Context: an optimization exercise on an open-source flow, tuned for small area, a short achievable clock period and few clock cycles per item. The choices shown serve that exercise and are no tape-out recipe.
The RTL was checked by simulation tests, not by an equivalence proof against the original design.
No activity file was given, so power comes from the tool's default toggle rates.

==> design.v <==
package ex_pkg;
	typedef logic [32-1:0]     word_t;
	typedef logic [2*32-1:0]   dword_t;
	typedef logic [5-1:0] reg_addr_t;
	typedef logic [8-1:0]    aluop_t;
	typedef logic [3-1:0]   alusel_t;
	typedef enum logic [1:0] {
		UNIT_ALU,
		UNIT_MUL,
		UNIT_HI_LO_WRITE,
		UNIT_NONE
	} unit_e;
	typedef enum logic [1:0] {
		ST_IDLE,
		ST_MUL_WAIT,
		ST_ACK
	} res_state_e;
endpackage
`timescale 1ns/1ps
module ex_decode (
	input  ex_pkg::alusel_t alusel_i,
	input  ex_pkg::aluop_t  aluop_i,
	output ex_pkg::unit_e   unit_o,
	output ex_pkg::aluop_t  alu_kind_o,
	output logic    mul_signed_o,
	output logic    mul_to_hilo_o,
	output logic    hilo_sel_o
);
	always_comb begin
		unit_o        = ex_pkg::UNIT_NONE;
		alu_kind_o    = 8'b0000_0000;
		mul_signed_o  = 1'b0;
		mul_to_hilo_o = 1'b0;
		hilo_sel_o    = 1'b0;
		case (alusel_i)
			3'b001: begin
				case (aluop_i)
					8'b0010_0101, 8'b0101_1010, 8'b0010_0100, 8'b0101_1001,
					8'b0010_0110, 8'b0101_1011, 8'b0010_0111, 8'b0101_1100: begin
						unit_o     = ex_pkg::UNIT_ALU;
						alu_kind_o = aluop_i;
					end
					default: ;
				endcase
			end
			3'b010: begin
				case (aluop_i)
					8'b0111_1100, 8'b0000_0100, 8'b0000_0010, 8'b0000_0110, 8'b0000_0011, 8'b0000_0111: begin
						unit_o     = ex_pkg::UNIT_ALU;
						alu_kind_o = aluop_i;
					end
					default: ;
				endcase
			end
			3'b011: begin
				case (aluop_i)
					8'b0001_0000, 8'b0001_0010, 8'b0000_1011, 8'b0000_1010: begin
						unit_o     = ex_pkg::UNIT_ALU;
						alu_kind_o = aluop_i;
					end
					8'b0001_0001: begin
						unit_o     = ex_pkg::UNIT_HI_LO_WRITE;
						hilo_sel_o = 1'b1;
					end
					8'b0001_0011: unit_o = ex_pkg::UNIT_HI_LO_WRITE;
					default: ;
				endcase
			end
			3'b100: begin
				case (aluop_i)
					8'b0010_0000, 8'b0101_0101, 8'b0010_0001, 8'b0101_0110, 8'b0010_0010, 8'b0010_0011,
					8'b0010_1010, 8'b0101_0111, 8'b0010_1011, 8'b0101_1000, 8'b1011_0000, 8'b1011_0001: begin
						unit_o     = ex_pkg::UNIT_ALU;
						alu_kind_o = aluop_i;
					end
					8'b0001_1000: begin
						unit_o        = ex_pkg::UNIT_MUL;
						mul_signed_o  = 1'b1;
						mul_to_hilo_o = 1'b1;
					end
					8'b0001_1001: begin
						unit_o        = ex_pkg::UNIT_MUL;
						mul_to_hilo_o = 1'b1;
					end
					8'b1010_1001: begin
						unit_o       = ex_pkg::UNIT_MUL;
						mul_signed_o = 1'b1;
					end
					default: ;
				endcase
			end
			default: ;
		endcase
	end
endmodule
`timescale 1ns/1ps
module alu_core (
	input  ex_pkg::aluop_t alu_kind_i,
	input  ex_pkg::word_t  reg1_i,
	input  ex_pkg::word_t  reg2_i,
	input  ex_pkg::word_t  hi_i,
	input  ex_pkg::word_t  lo_i,
	output ex_pkg::word_t  result_o,
	output logic   overflow_o,
	output logic   write_ok_o
);
	logic [4:0] shamt;
	ex_pkg::word_t      sum;
	ex_pkg::word_t      diff;
	logic       add_ovf;
	logic       sub_ovf;
	function automatic ex_pkg::word_t lead_zeros(input ex_pkg::word_t v);
		ex_pkg::word_t n;
		logic  hit;
		n   = '0;
		hit = 1'b0;
		for (int i = 32 - 1; i >= 0; i = i - 1) begin
			if (v[i])
				hit = 1'b1;
			else if (!hit)
				n = n + 1'b1;
		end
		lead_zeros = n;
	endfunction
	assign shamt = reg1_i[4:0];
	assign sum   = reg1_i + reg2_i;
	assign diff  = reg1_i - reg2_i;
	assign add_ovf = (reg1_i[31] == reg2_i[31]) && (sum[31] != reg1_i[31]);
	assign sub_ovf = (reg1_i[31] != reg2_i[31]) && (diff[31] != reg1_i[31]);
	always_comb begin
		result_o   = '0;
		overflow_o = 1'b0;
		write_ok_o = 1'b1;
		case (alu_kind_i)
			8'b0010_0101, 8'b0101_1010:        result_o = reg1_i | reg2_i;
			8'b0010_0100, 8'b0101_1001:      result_o = reg1_i & reg2_i;
			8'b0010_0110, 8'b0101_1011:      result_o = reg1_i ^ reg2_i;
			8'b0010_0111:                result_o = ~(reg1_i | reg2_i);
			8'b0101_1100:                result_o = reg1_i;
			8'b0111_1100, 8'b0000_0100:      result_o = reg2_i << shamt;
			8'b0000_0010, 8'b0000_0110:      result_o = reg2_i >> shamt;
			8'b0000_0011, 8'b0000_0111:      result_o = 32'($signed(reg2_i) >>> shamt);
			8'b0010_0001, 8'b0101_0110:    result_o = sum;
			8'b0010_0011:               result_o = diff;
			8'b0010_0000, 8'b0101_0101: begin
				result_o   = sum;
				overflow_o = add_ovf;
			end
			8'b0010_0010: begin
				result_o   = diff;
				overflow_o = sub_ovf;
			end
			8'b0010_1010, 8'b0101_0111:      result_o = 32'($signed(reg1_i) < $signed(reg2_i));
			8'b0010_1011, 8'b0101_1000:    result_o = 32'(reg1_i < reg2_i);
			8'b1011_0000:                result_o = lead_zeros(reg1_i);
			8'b1011_0001:                result_o = lead_zeros(~reg1_i);
			8'b0001_0000:               result_o = hi_i;
			8'b0001_0010:               result_o = lo_i;
			8'b0000_1011: begin
				result_o   = reg1_i;
				write_ok_o = (reg2_i != '0);
			end
			8'b0000_1010: begin
				result_o   = reg1_i;
				write_ok_o = (reg2_i == '0);
			end
			default: ;
		endcase
		if (overflow_o)
			write_ok_o = 1'b0;
	end
endmodule
`timescale 1ns/1ps
module mul_iter (
	input  logic   clk,
	input  logic   rst,
	input  logic   start_i,
	input  logic   signed_i,
	input  ex_pkg::word_t  a_i,
	input  ex_pkg::word_t  b_i,
	output logic   done_o,
	output ex_pkg::dword_t product_o
);
	localparam int CNT_W = $clog2(32);
	localparam logic [CNT_W-1:0] LAST_STEP = CNT_W'(32 - 1);
	ex_pkg::word_t            a_mag;
	ex_pkg::word_t            b_mag;
	ex_pkg::dword_t           acc;
	ex_pkg::dword_t           mcand;
	ex_pkg::word_t            mplier;
	logic [CNT_W-1:0] step_cnt;
	logic             sign_diff;
	logic             busy;
	logic             finish;
	logic             wait_low;
	assign a_mag = (signed_i && a_i[31]) ? (~a_i + 1'b1) : a_i;
	assign b_mag = (signed_i && b_i[31]) ? (~b_i + 1'b1) : b_i;
	always_ff @(posedge clk) begin
		if (rst) begin
			busy     <= 1'b0;
			finish   <= 1'b0;
			wait_low <= 1'b0;
			done_o   <= 1'b0;
		end else begin
			done_o <= 1'b0;
			finish <= 1'b0;
			if (busy) begin
				if (mplier[0])
					acc <= acc + mcand;
				mcand    <= mcand << 1;
				mplier   <= mplier >> 1;
				step_cnt <= step_cnt + 1'b1;
				if (step_cnt == LAST_STEP) begin
					busy   <= 1'b0;
					finish <= 1'b1;
				end
			end else if (finish) begin
				product_o <= sign_diff ? (~acc + 1'b1) : acc;
				done_o    <= 1'b1;
				wait_low  <= 1'b1;
			end else if (wait_low) begin
				if (!start_i)
					wait_low <= 1'b0;
			end else if (start_i) begin
				acc       <= '0;
				mcand     <= (2*32)'(a_mag);
				mplier    <= b_mag;
				sign_diff <= signed_i & (a_i[31] ^ b_i[31]);
				step_cnt  <= '0;
				busy      <= 1'b1;
			end
		end
	end
endmodule
`timescale 1ns/1ps
module ex_result (
	input  logic      clk,
	input  logic      rst,
	input  logic      req_i,
	input  ex_pkg::unit_e     unit_i,
	input  logic      mul_to_hilo_i,
	input  logic      hilo_sel_i,
	input  ex_pkg::word_t     alu_result_i,
	input  logic      alu_overflow_i,
	input  logic      alu_write_ok_i,
	input  logic      mul_done_i,
	input  ex_pkg::dword_t    mul_product_i,
	input  ex_pkg::word_t     reg1_i,
	input  ex_pkg::reg_addr_t wd_i,
	input  logic      wreg_i,
	output logic      mul_start_o,
	output ex_pkg::word_t     hi_o,
	output ex_pkg::word_t     lo_o,
	output logic      ack_o,
	output ex_pkg::word_t     wdata_o,
	output ex_pkg::reg_addr_t wd_o,
	output logic      wreg_o,
	output logic      overflow_o
);
	ex_pkg::res_state_e state;
	logic       wb_en;
	ex_pkg::word_t      wb_data;
	logic       wb_ovf;
	always_comb begin
		wb_en   = 1'b0;
		wb_data = alu_result_i;
		wb_ovf  = 1'b0;
		case (unit_i)
			ex_pkg::UNIT_ALU: begin
				wb_en  = wreg_i & alu_write_ok_i;
				wb_ovf = alu_overflow_i;
			end
			ex_pkg::UNIT_MUL: begin
				wb_en   = wreg_i & ~mul_to_hilo_i;
				wb_data = mul_product_i[32-1:0];
			end
			default: ;
		endcase
	end
	always_ff @(posedge clk) begin
		if (rst) begin
			state       <= ex_pkg::ST_IDLE;
			ack_o       <= 1'b0;
			wreg_o      <= 1'b0;
			overflow_o  <= 1'b0;
			mul_start_o <= 1'b0;
			hi_o        <= '0;
			lo_o        <= '0;
		end else begin
			case (state)
				ex_pkg::ST_IDLE: begin
					if (req_i && unit_i == ex_pkg::UNIT_MUL) begin
						mul_start_o <= 1'b1;
						state       <= ex_pkg::ST_MUL_WAIT;
					end else if (req_i) begin
						if (unit_i == ex_pkg::UNIT_HI_LO_WRITE && hilo_sel_i)
							hi_o <= reg1_i;
						else if (unit_i == ex_pkg::UNIT_HI_LO_WRITE)
							lo_o <= reg1_i;
						wdata_o    <= wb_data;
						wreg_o     <= wb_en;
						wd_o       <= wb_en ? wd_i : '0;
						overflow_o <= wb_ovf;
						ack_o      <= 1'b1;
						state      <= ex_pkg::ST_ACK;
					end
				end
				ex_pkg::ST_MUL_WAIT: begin
					if (mul_done_i) begin
						if (mul_to_hilo_i)
							{hi_o, lo_o} <= mul_product_i;
						mul_start_o <= 1'b0;
						wdata_o     <= wb_data;
						wreg_o      <= wb_en;
						wd_o        <= wb_en ? wd_i : '0;
						overflow_o  <= 1'b0;
						ack_o       <= 1'b1;
						state       <= ex_pkg::ST_ACK;
					end
				end
				ex_pkg::ST_ACK: begin
					if (!req_i) begin
						ack_o <= 1'b0;
						state <= ex_pkg::ST_IDLE;
					end
				end
				default: state <= ex_pkg::ST_IDLE;
			endcase
		end
	end
endmodule
`timescale 1ns/1ps
module ex_unit (
	input  logic      clk,
	input  logic      rst,
	input  logic      req_i,
	output logic      ack_o,
	input  ex_pkg::alusel_t   alusel_i,
	input  ex_pkg::aluop_t    aluop_i,
	input  ex_pkg::word_t     reg1_i,
	input  ex_pkg::word_t     reg2_i,
	input  ex_pkg::reg_addr_t wd_i,
	input  logic      wreg_i,
	output ex_pkg::word_t     wdata_o,
	output ex_pkg::reg_addr_t wd_o,
	output logic      wreg_o,
	output logic      overflow_o
);
	ex_pkg::unit_e  unit;
	ex_pkg::aluop_t alu_kind;
	logic   mul_signed;
	logic   mul_to_hilo;
	logic   hilo_sel;
	ex_pkg::word_t  alu_result;
	logic   alu_overflow;
	logic   alu_write_ok;
	logic   mul_start;
	logic   mul_done;
	ex_pkg::dword_t mul_product;
	ex_pkg::word_t  hi_q;
	ex_pkg::word_t  lo_q;
	ex_decode u_decode (
		.alusel_i      (alusel_i),
		.aluop_i       (aluop_i),
		.unit_o        (unit),
		.alu_kind_o    (alu_kind),
		.mul_signed_o  (mul_signed),
		.mul_to_hilo_o (mul_to_hilo),
		.hilo_sel_o    (hilo_sel)
	);
	alu_core u_alu (
		.alu_kind_i (alu_kind),
		.reg1_i     (reg1_i),
		.reg2_i     (reg2_i),
		.hi_i       (hi_q),
		.lo_i       (lo_q),
		.result_o   (alu_result),
		.overflow_o (alu_overflow),
		.write_ok_o (alu_write_ok)
	);
	mul_iter u_mul (
		.clk       (clk),
		.rst       (rst),
		.start_i   (mul_start),
		.signed_i  (mul_signed),
		.a_i       (reg1_i),
		.b_i       (reg2_i),
		.done_o    (mul_done),
		.product_o (mul_product)
	);
	ex_result u_result (
		.clk            (clk),
		.rst            (rst),
		.req_i          (req_i),
		.unit_i         (unit),
		.mul_to_hilo_i  (mul_to_hilo),
		.hilo_sel_i     (hilo_sel),
		.alu_result_i   (alu_result),
		.alu_overflow_i (alu_overflow),
		.alu_write_ok_i (alu_write_ok),
		.mul_done_i     (mul_done),
		.mul_product_i  (mul_product),
		.reg1_i         (reg1_i),
		.wd_i           (wd_i),
		.wreg_i         (wreg_i),
		.mul_start_o    (mul_start),
		.hi_o           (hi_q),
		.lo_o           (lo_q),
		.ack_o          (ack_o),
		.wdata_o        (wdata_o),
		.wd_o           (wd_o),
		.wreg_o         (wreg_o),
		.overflow_o     (overflow_o)
	);
endmodule
==> run.sh <==
#!/bin/bash
# synth_recipe.tcl (not shown) runs the flow's synth.tcl, then flattens the netlist and writes it again
# the make line also repeats each setting of config.mk as NAME=value (left out here)
make -C /OpenROAD-flow-scripts/flow DESIGN_CONFIG=/design/flow/config.mk WORK_HOME=/design/flow/orfs CLKGATE_MAP_FILE= SYNTH_SCRIPT=/design/flow/synth_recipe.tcl finish
==> config.mk <==
export PLATFORM = sky130hd
export DESIGN_NAME = ex_unit
export DESIGN_NICKNAME = ex_unit
export VERILOG_FILES = /design/flow/design.v
export SDC_FILE = /design/flow/constraint.sdc
export NUM_CORES = 4
export LEC_CHECK = 0
export CAP_MARGIN = 20
export CORE_MARGIN = 2
export CORE_UTILIZATION = 40
export SLEW_MARGIN = 20
==> constraint.sdc <==
create_clock -name core_clock -period 26.0 [get_ports {clk}]
set_input_delay 5.2000 -clock core_clock [delete_from_list [all_inputs] [get_ports {clk}]]
set_output_delay 5.2000 -clock core_clock [all_outputs]
set_load 0.01 [all_outputs]
==> summary.md <==
| Metric | Value |
|---|---|
| Layout Nets | `4767` |
| Clock Latency Late Sink | `~0.62 ns` |
| CP arrival | `24.56 ns` |
| Core Area | `around 90000 sq um` |
| Number of global-route vias before repair | `roughly 33k` |
| Final Max Tran Viols | `0` |
| Yosys warnings | `4` |
| Hold Crit Class | `reg2reg` |
| Routed Antenna Nets | `0` |
| Die Height | `between 300 and 400 um` |
| Tcrit/Tclk final | `93.36%` |
| DR pass1 iterations | `8` |
| CP max-delay cell | `nor3_1` |
| Synth Register Bits | `341` |
| Initial antenna violation count | `5` |
| Seq/Total Area, Yosys | `26.77%` |
| # fillers | `roughly 8.9k` |
| Number of cell rows | `109` |
| Max clock buf depth | `3` |
| CP peak stage delay | `roughly 0.60 ns` |
| Crit path buffers/inverters | `8` |
| Most frequent cells in the layout | `nor2_1, nand2_1, a21oi_1, o21ai_0, edfxtp_1` |
| Area grow syn2layout | `10.82%` |
| Most frequent CP cell | `ha_1` |
| # DRC | `0` |
| GP Congestion | `1.063` |
| Lkg Pwr | `between 10 and 15 nW` |
| Placed inst area | `37830 sq um` |
| Post-synthesis cell area | `between 30000 and 40000 sq um` |
| MaxCap Viol Count | `0` |
| Layout cells sized above 1 | `~6.3%` |
| Tot GR Track Use | `a little under a third` |
| Final setup fails | `0` |
| Crit-path max FO | `18` |
| Power density over the cells | `around 43 nW/um^2` |
| Synthesized area per cell | `7.958 sq um` |
| Max VDD drop | `0.05136 mV` |
| Via count | `roughly 35k` |
| RSZ-0062 raised after global routing | `no` |
| Total CTS buffers | `between 40 and 50` |
| Min Tclk post-route | `~24 ns` |
| Prevailing post-synth register cell | `edfxtp_1` |
| Inst Count DP | `approximately 5.6k` |
| Nature of the critical path startpoint | `primary input` |
| Unique masters post-synth | `about 120` |
| Worst Setup End Kind | `flop` |
| CP required | `approximately 26 ns` |
| Fin. Hold Viols | `0` |
| Die width | `roughly 300 um` |
| Kind of critical path | `in2reg` |
| Final non-filler cell total | `roughly 5.7k` |
| # IOs | `124` |
| Slew HR | `between 10% and 20%` |
| FMAX | `0.04120 GHz` |
| Wire per inst | `between 20 and 25 um` |
| Slew @ Worst Pin | `1.202 ns` |
| Vias/cell | `6.223` |
| Post-synth net total | `about 4.8k` |
| Async SR Flop Fraction | `0%` |
| Total power | `between 1.5 and 2 mW` |
| Drt total wl | `141.1 mm` |
| Post-place setup slack | `around 0.44 ns` |
| Final clock skew | `0.03886 ns` |
| DR iter-0 viols | `between 4k and 5k` |
| Fin area | `approximately 39000 sq um` |
| Root Driver | `clkbuf_16` |
| CP top delay family | `adder cells` |
| Hold Crit Depth | `2` |
| Post-synthesis cell count | `approximately 4.5k` |
| Die area | `91110 sq um` |
| Overflow after GRT | `0` |
| Worst r2r path cells | `26` |
| Setup TNS Final | `0 ns` |
| Status | `finished clean` |
| H-tree Lvls | `2` |
| Largest net degree at the start of global routing | `a little over 100` |
| Number of buffers added on ports | `123` |
| Initial core utilization | `between 40% and 50%` |
| CTS sink count | `~340` |
| EDFF count, synth | `267` |
| Final worst slack | `roughly 1.7 ns` |
| Clk slew on worst S/H paths | `~0.060 ns` |
| Detailed placer's ending HPWL | `about 110 mm` |
| Cell count along the critical path | `98` |
| Hold buffers post-CTS | `0` |
| Commonest non-fill, non-tap cell in the layout | `nor2_1` |
| TritonCTS clock tree | `built` |
| First-pass GRT wire length | `~210 mm` |
## Yosys cell counts (23+ instances only)
cell type / n / area share (%)
a211oi_1: 96 / 2.0
a21o_1: 52 / 1.1
a21oi_1: 336 / 4.7
a221oi_1: 35 / 0.86
a222oi_1: 23 / 0.65
a22oi_1: 41 / 0.87
a31oi_1: 32 / 0.56
and2_1: 68 / 1.2
and3_1: 34 / 0.60
buf_1: 25 / 0.26
clkbuf_1: 193 / 2.0
dfxtp_1: 74 / 4.2
edfxtp_1: 267 / 23
ha_1: 220 / 7.8
inv_1: 151 / 1.6
mux2i_1: 120 / 3.4
nand2_1: 455 / 4.8
nand2b_1: 40 / 0.71
nand3_1: 108 / 1.5
nand4_1: 52 / 0.92
nor2_1: 564 / 6.0
nor2b_1: 43 / 0.76
nor3_1: 109 / 1.5
o211ai_1: 42 / 0.89
o21a_1: 24 / 0.51
o21ai_0: 326 / 4.6
o21bai_1: 38 / 0.80
o22ai_1: 34 / 0.60
o31ai_1: 41 / 0.87
or3_1: 37 / 0.65
or4_1: 23 / 0.49
xnor2_1: 252 / 6.2
xor2_1: 78 / 1.9
## kinds of logic (layout without fill, tap and decap cells)
family	after synthesis	count (layout)	synth area share [%]
buffers and inverters	407	442	4.534
adder cells (fa/ha/maj)	232	232	8.180
multiplexers	138	138	4.083
AND/OR/NAND/NOR	1649	1649	21.84
XOR/XNOR	368	368	10.22
other	0	3	0
flip-flops	341	341	26.77
AO/OA/AOI/OAI	1324	1324	24.37
## worst register-to-register path: cells and delay by family (launching register included)
family	cells	cell delay, ns
AND/OR/NAND/NOR	3	0.37
XOR/XNOR	1	0.14
adder cells (fa/ha/maj)	2	0.60
flip-flops	1	0.41
AO/OA/AOI/OAI	19	4.92
buffers and inverters	1	0.07
## registers in the layout, summed over array words and instances, names as in the netlist, 32 cells and up
signal,count
u_mul.acc,64
u_mul.product_o,64
u_result.lo_o,32
u_mul.mcand,64
u_mul.mplier,32
u_result.hi_o,32
u_result.wdata_o,32
## layer usage
layer  routed length, um  track usage (%)  up-vias
met5                  53           0.2588        -
met4                8601            16.18        8
met3               13570            6.263      357
met2               60380            45.84     1735
met1               58520            40.10    16717
li1                    -                -    16416
## final timing paths
kind                                           from                   to  slack [ns]
worst max register to register         u_mul.acc[0]        u_mul.acc[62]       19.24
worst max-delay path                     reg1_i[31]  u_result.wdata_o[6]        1.73
worst min register to register  u_result.overflow_o  u_result.overflow_o        0.48
worst min-delay path            u_result.overflow_o  u_result.overflow_o        0.48
## power by group
group          switching [mW]  leakage [nW]  total, mW  internal [mW]
clock                   0.257         0.709      0.625          0.369
sequential             0.0157          3.06      0.632          0.616
combinational           0.282          10.6      0.432          0.150
total                   0.555          14.3       1.69           1.13
## repair_timing
item / in CTS / in global routing
setup endpoints to repair: 0 / 8
setup buffers: 0 / 1
gates resized for setup: 0 / 8
## metrics by stage
| step | hold slack (ns) | utilization [%] |
|---|---|---|
| 2_1_floorplan | 0.4501 | - |
| 3_3_place_gp | 0.4615 | 42.94 |
| 3_5_place_dp | 0.4756 | 42.94 |
| 4_1_cts | 0.4858 | 44.59 |
| 5_1_grt | 0.5080 | 44.63 |
| 6_report | 0.4843 | 44.64 |
## layout make-up
cell class | count | area [sq um] | area share (%)
diodes | 3 | 7.507 | 0.01909
well taps | 1165 | 1458 | 3.707
clock inverters | 21 | 292.8 | 0.7445
clock buffers | 57 | 1169 | 2.972
flip-flops and latches | 341 | 9503 | 24.16
repair buffers | 202 | 1799 | 4.575
multi-input cells | 3711 | 24490 | 62.27
inverters | 162 | 608.1 | 1.546
Testbench counts, summed over its fixed seeds: cycles 42,920, ops 4,800.

## re-timing with driven ports
In the flow no input, the clock included, has a driving cell. The finished layout below was timed again as built, in two steps. Step 1 sets driving cells, clkbuf_16 on the clock port and buf_2 on the other inputs (assumed; they add their load-dependent delay and slew). Step 2 times the ports against the registers' clock, not the clock port: input delays grow and output delays shrink by t, the midpoint of the rising clock arrivals with the driver on. a / b / c = ideal ports / drivers / drivers and shift; a / b = the first two.
t (ns): 0.667
setup slack, ns: 1.727 / 1.758 / 1.091
worst setup path at the end: input to register
worst register clock-pin slew, ns: 0.06 / 0.06
After both steps setup and hold are still met in this run. The setup slack of this run moves by +0.031 ns with the drivers and by -0.636 ns with both steps.
